This is an optimization exercise on Yosys and OpenROAD, whose aim is small area, a short achievable clock period and few clock cycles, not a production implementation. The RTL was checked by simulation tests, not by an equivalence proof against the original design. Power is estimated from default activity; no workload was simulated.

Design cic_decim, start of the top module:
module cic_decim #(
  parameter int unsigned IN_W       = 16,
  parameter int unsigned OUT_W      = 16,
  parameter int unsigned STAGES     = 4,
  parameter int unsigned RATE       = 125,
  parameter int unsigned DIFF_DELAY = 1,
  parameter int unsigned CHANNELS   = 2,
  parameter int unsigned CH_W       = cic_decim_pkg::cic_ch_w(CHANNELS)
) (
  input  logic             clk,
  input  logic             reset_n,
  input  logic [IN_W-1:0]  in_data,
  input  logic [CH_W-1:0]  in_channel,
  input  logic             in_valid,
  output logic             in_ready,
  input  logic [1:0]       in_error,
  input  logic             in_startofpacket,
  input  logic             in_endofpacket,
  output logic [OUT_W-1:0] out_data,
  output logic [CH_W-1:0]  out_channel,
  output logic             out_valid,
  input  logic             out_ready,
  output logic [1:0]       out_error,
  output logic             out_startofpacket,
  output logic             out_endofpacket
);
clock: 18.0 ns
lec_check: 0
cap_margin: 20
core_margin: 2
core_utilization: 55
cts_buf_list: sky130_fd_sc_hd__clkbuf_16
cts_cluster_diameter: 90
cts_cluster_size: 30
slew_margin: 20
standard.sh (not shown) runs the stock make flow with config.mk's settings and CLKGATE_MAP_FILE= SYNTH_SCRIPT=/design/flow/synth_recipe.tcl, a recipe that flattens the netlist after the stock synthesis.
==> flow/flow/run.sh <==
#!/bin/bash
# Layout flow: the standard layout (standard.sh, ORFS from synthesis to the final layout)
# with three changes:
# * the buffers that ORFS puts on every input and output port are buf_2 cells (ORFS otherwise
#   picks its own, slow buffer cell for them);
# * clock tree synthesis inserts no dummy loads;
# * repair_timing works towards a setup slack of 13.2 ns, so it speeds up the paths that would
#   otherwise stay slower than the port paths.
# make's full output (every tool it runs) goes to flow.log in the work folder; ORFS keeps each
# step's own log under orfs/logs/.
set -euo pipefail
export BUFFER_PORTS_ARGS="-buffer_cell sky130_fd_sc_hd__buf_2"
export SETUP_SLACK_MARGIN=13.2
export CTS_ARGS="-sink_clustering_enable -repair_clock_nets -buf_list sky130_fd_sc_hd__clkbuf_16 -sink_clustering_size 30 -sink_clustering_max_diameter 90 -dont_use_dummy_load"
bash standard.sh > flow.log 2>&1
The baseline finished clean.
Testbench counts at the start, summed over its fixed seeds: cycles 80,584.
Rerun with:
--- a/flow/design.v
+++ b/flow/design.v
@@ -123,13 +123,14 @@
     pend_n = pend;
     if (last) pend_n[pch] = 1'b0;
     if (dz) pend_n[hd] = 1'b1;
     for (int c = 0; c < 2; c++) begin
       ph123_n[c] = (ph_n[c] == PH_W'(RATE - 2));
       ph124_n[c] = (go_q && che == c) ? (!isd_q && ph123[c]) : ph124[c];
-      blk_n[c]   = pend_n[c] && ph124_n[c];
+      blk_n[c]   = (pend_n[c] || (last && pch == c) || (out_valid_q && out_ch_q == c)) &&
+                   ph124_n[c];
     end
   end
   logic [2:0] go_p, cons_p, isd_p;    
   logic       go_h, cons_h, isd_h, sel_go, sel_cons, sel_isd;
   always_comb begin
     go_p[0]   = hd && !blk_n[0];
@@ -159,16 +160,21 @@
   assign isd_n  = ld ? (in_valid && sel_isd) : isd_h;
   logic [W-1:0] xg, ag, bg, cg, a_new, b_new, c_new, d_new;
   assign xg = go_q ? {{(W-IN_W){id[IN_W-1]}}, id} : '0;
   assign ag = go_q ? s0_a : '0;
   assign bg = p2 ? s1_b : '0;
   assign cg = p2 ? s1_c : '0;
-  assign a_new = s0_a + xg;
-  assign b_new = s0_b + ag + xg;
-  assign c_new = s1_c + bg;
-  assign d_new = s1_d + cg + bg;
+  logic [W-1:0] bs, bc, ds, dc;
+  assign bs = s0_b ^ ag ^ xg;
+  assign bc = {((s0_b[W-2:0] & ag[W-2:0]) | (s0_b[W-2:0] & xg[W-2:0]) | (ag[W-2:0] & xg[W-2:0])), 1'b0};
+  assign ds = s1_d ^ cg ^ bg;
+  assign dc = {((s1_d[W-2:0] & cg[W-2:0]) | (s1_d[W-2:0] & bg[W-2:0]) | (cg[W-2:0] & bg[W-2:0])), 1'b0};
+  cic_bk_add #(.N(W)) u_add_a (.a(s0_a), .b(xg), .s(a_new));
+  cic_bk_add #(.N(W)) u_add_b (.a(bs), .b(bc), .s(b_new));
+  cic_bk_add #(.N(W)) u_add_c (.a(s1_c), .b(bg), .s(c_new));
+  cic_bk_add #(.N(W)) u_add_d (.a(ds), .b(dc), .s(d_new));
   logic [3:0][1:0] y;            
   logic [3:1] br_n;
   always_comb begin
     y[0] = (hd == cch) ? s0_w[2*kb[4:0] +: 2] : s1_w[2*kb[4:0] +: 2];
     for (int i = 1; i <= 3; i++) begin
       {br_n[i], y[i]} = {1'b0, y[i-1]} - {1'b0, dr[i-1][0]} - {2'b00, br[i]};
@@ -251,20 +257,46 @@
     s0_d <= d_new;
     s0_w <= s1_w;
     for (int i = 0; i < 3; i++) begin
       dr[i] <= {(step ? y[i] : (dr[i][0] & {2{!clr_dly}})), dr[i][45:1]};
     end
     if (step && kb >= 6'((W - OUT_W) / 2)) out_data_q <= {y[3], out_data_q[OUT_W-1:2]};
-    if (last) begin
-      out_ch_q   <= pch;
-      out_sop_q  <= !pch;
-      out_err_q  <= res_err[pch];
-    end
+    out_ch_q   <= pch;
+    out_sop_q  <= !pch;
+    out_err_q  <= res_err[pch];
   end
   assign in_ready          = in_ready_q;
   assign out_valid         = out_valid_q;
   assign out_data          = out_data_q;
   assign out_channel       = out_ch_q;
   assign out_error         = out_err_q;
   assign out_startofpacket = out_sop_q;
   assign out_endofpacket   = out_ch_q;
 endmodule
+module cic_bk_add #(
+  parameter int N = 44
+) (
+  input  logic [N-1:0] a,
+  input  logic [N-1:0] b,
+  output logic [N-1:0] s
+);
+  logic [N-1:0] g, p, p0;
+  always_comb begin
+    g  = a & b;
+    p  = a ^ b;
+    p0 = p;
+    for (int l = 0; (1 << l) < N; l++) begin
+      for (int i = (2 << l) - 1; i < N; i += (2 << l)) begin
+        g[i] = g[i] | (p[i] & g[i - (1 << l)]);
+        p[i] = p[i] & p[i - (1 << l)];
+      end
+    end
+    for (int l = 4; l >= 0; l--) begin
+      for (int i = 3 * (1 << l) - 1; i < N; i += (2 << l)) begin
+        g[i] = g[i] | (p[i] & g[i - (1 << l)]);
+        p[i] = p[i] & p[i - (1 << l)];
+      end
+    end
+    s[0] = p0[0];
+    for (int i = 1; i < N; i++) s[i] = p0[i] ^ g[i-1];
+  end
+endmodule
Power shrinks by 11%.
Global-route usage is lower by 1.1 points.
Cell count falls by 7.8%.
Die area is lower by 4.3%.
Cell area shrinks by 3.2%.
Setup slack is worse by 4.0 ps.
Routed wire length fell by 14%.
Synthesized area falls by 4.4%.
Core utilization goes up by 0.79 points.
Testbench counts after the change, summed over its fixed seeds: cycles 80,584.

what the ideal ports hide:
How much do the figures lean on ideal ports? The routed layouts below were timed once more, with nothing changed but the port constraints.
Step 1: set_driving_cell puts a clkbuf_16 on clk and a buf_2 on each other input, an assumption about the parent block.
Step 2 moves the port delays by t, midway between the first and last clock arrival at a register: inputs arrive t later, outputs are due t later. That takes back most of the time a late clock gives input paths.
Slacks: no drivers / after step 1 / after step 2; pairs: no drivers / after step 1.
| run | t, ns | setup slack, ns | hold WS [ns] | latest minus earliest clock arrival (ns) |
|---|---|---|---|---|
| the first run | 0.615 | 13.236 / 13.177 / 13.132 | 0.313 / 0.313 / 0.313 | 0.087 / 0.087 |
| the second run | 0.624 | 13.232 / 13.193 / 13.168 | 0.327 / 0.327 / 0.327 | 0.064 / 0.064 |
After both steps every run listed still meets setup and hold. The setup slack of the first run, which loses most, moves by -0.059 ns with the drivers and by -0.104 ns with both steps.
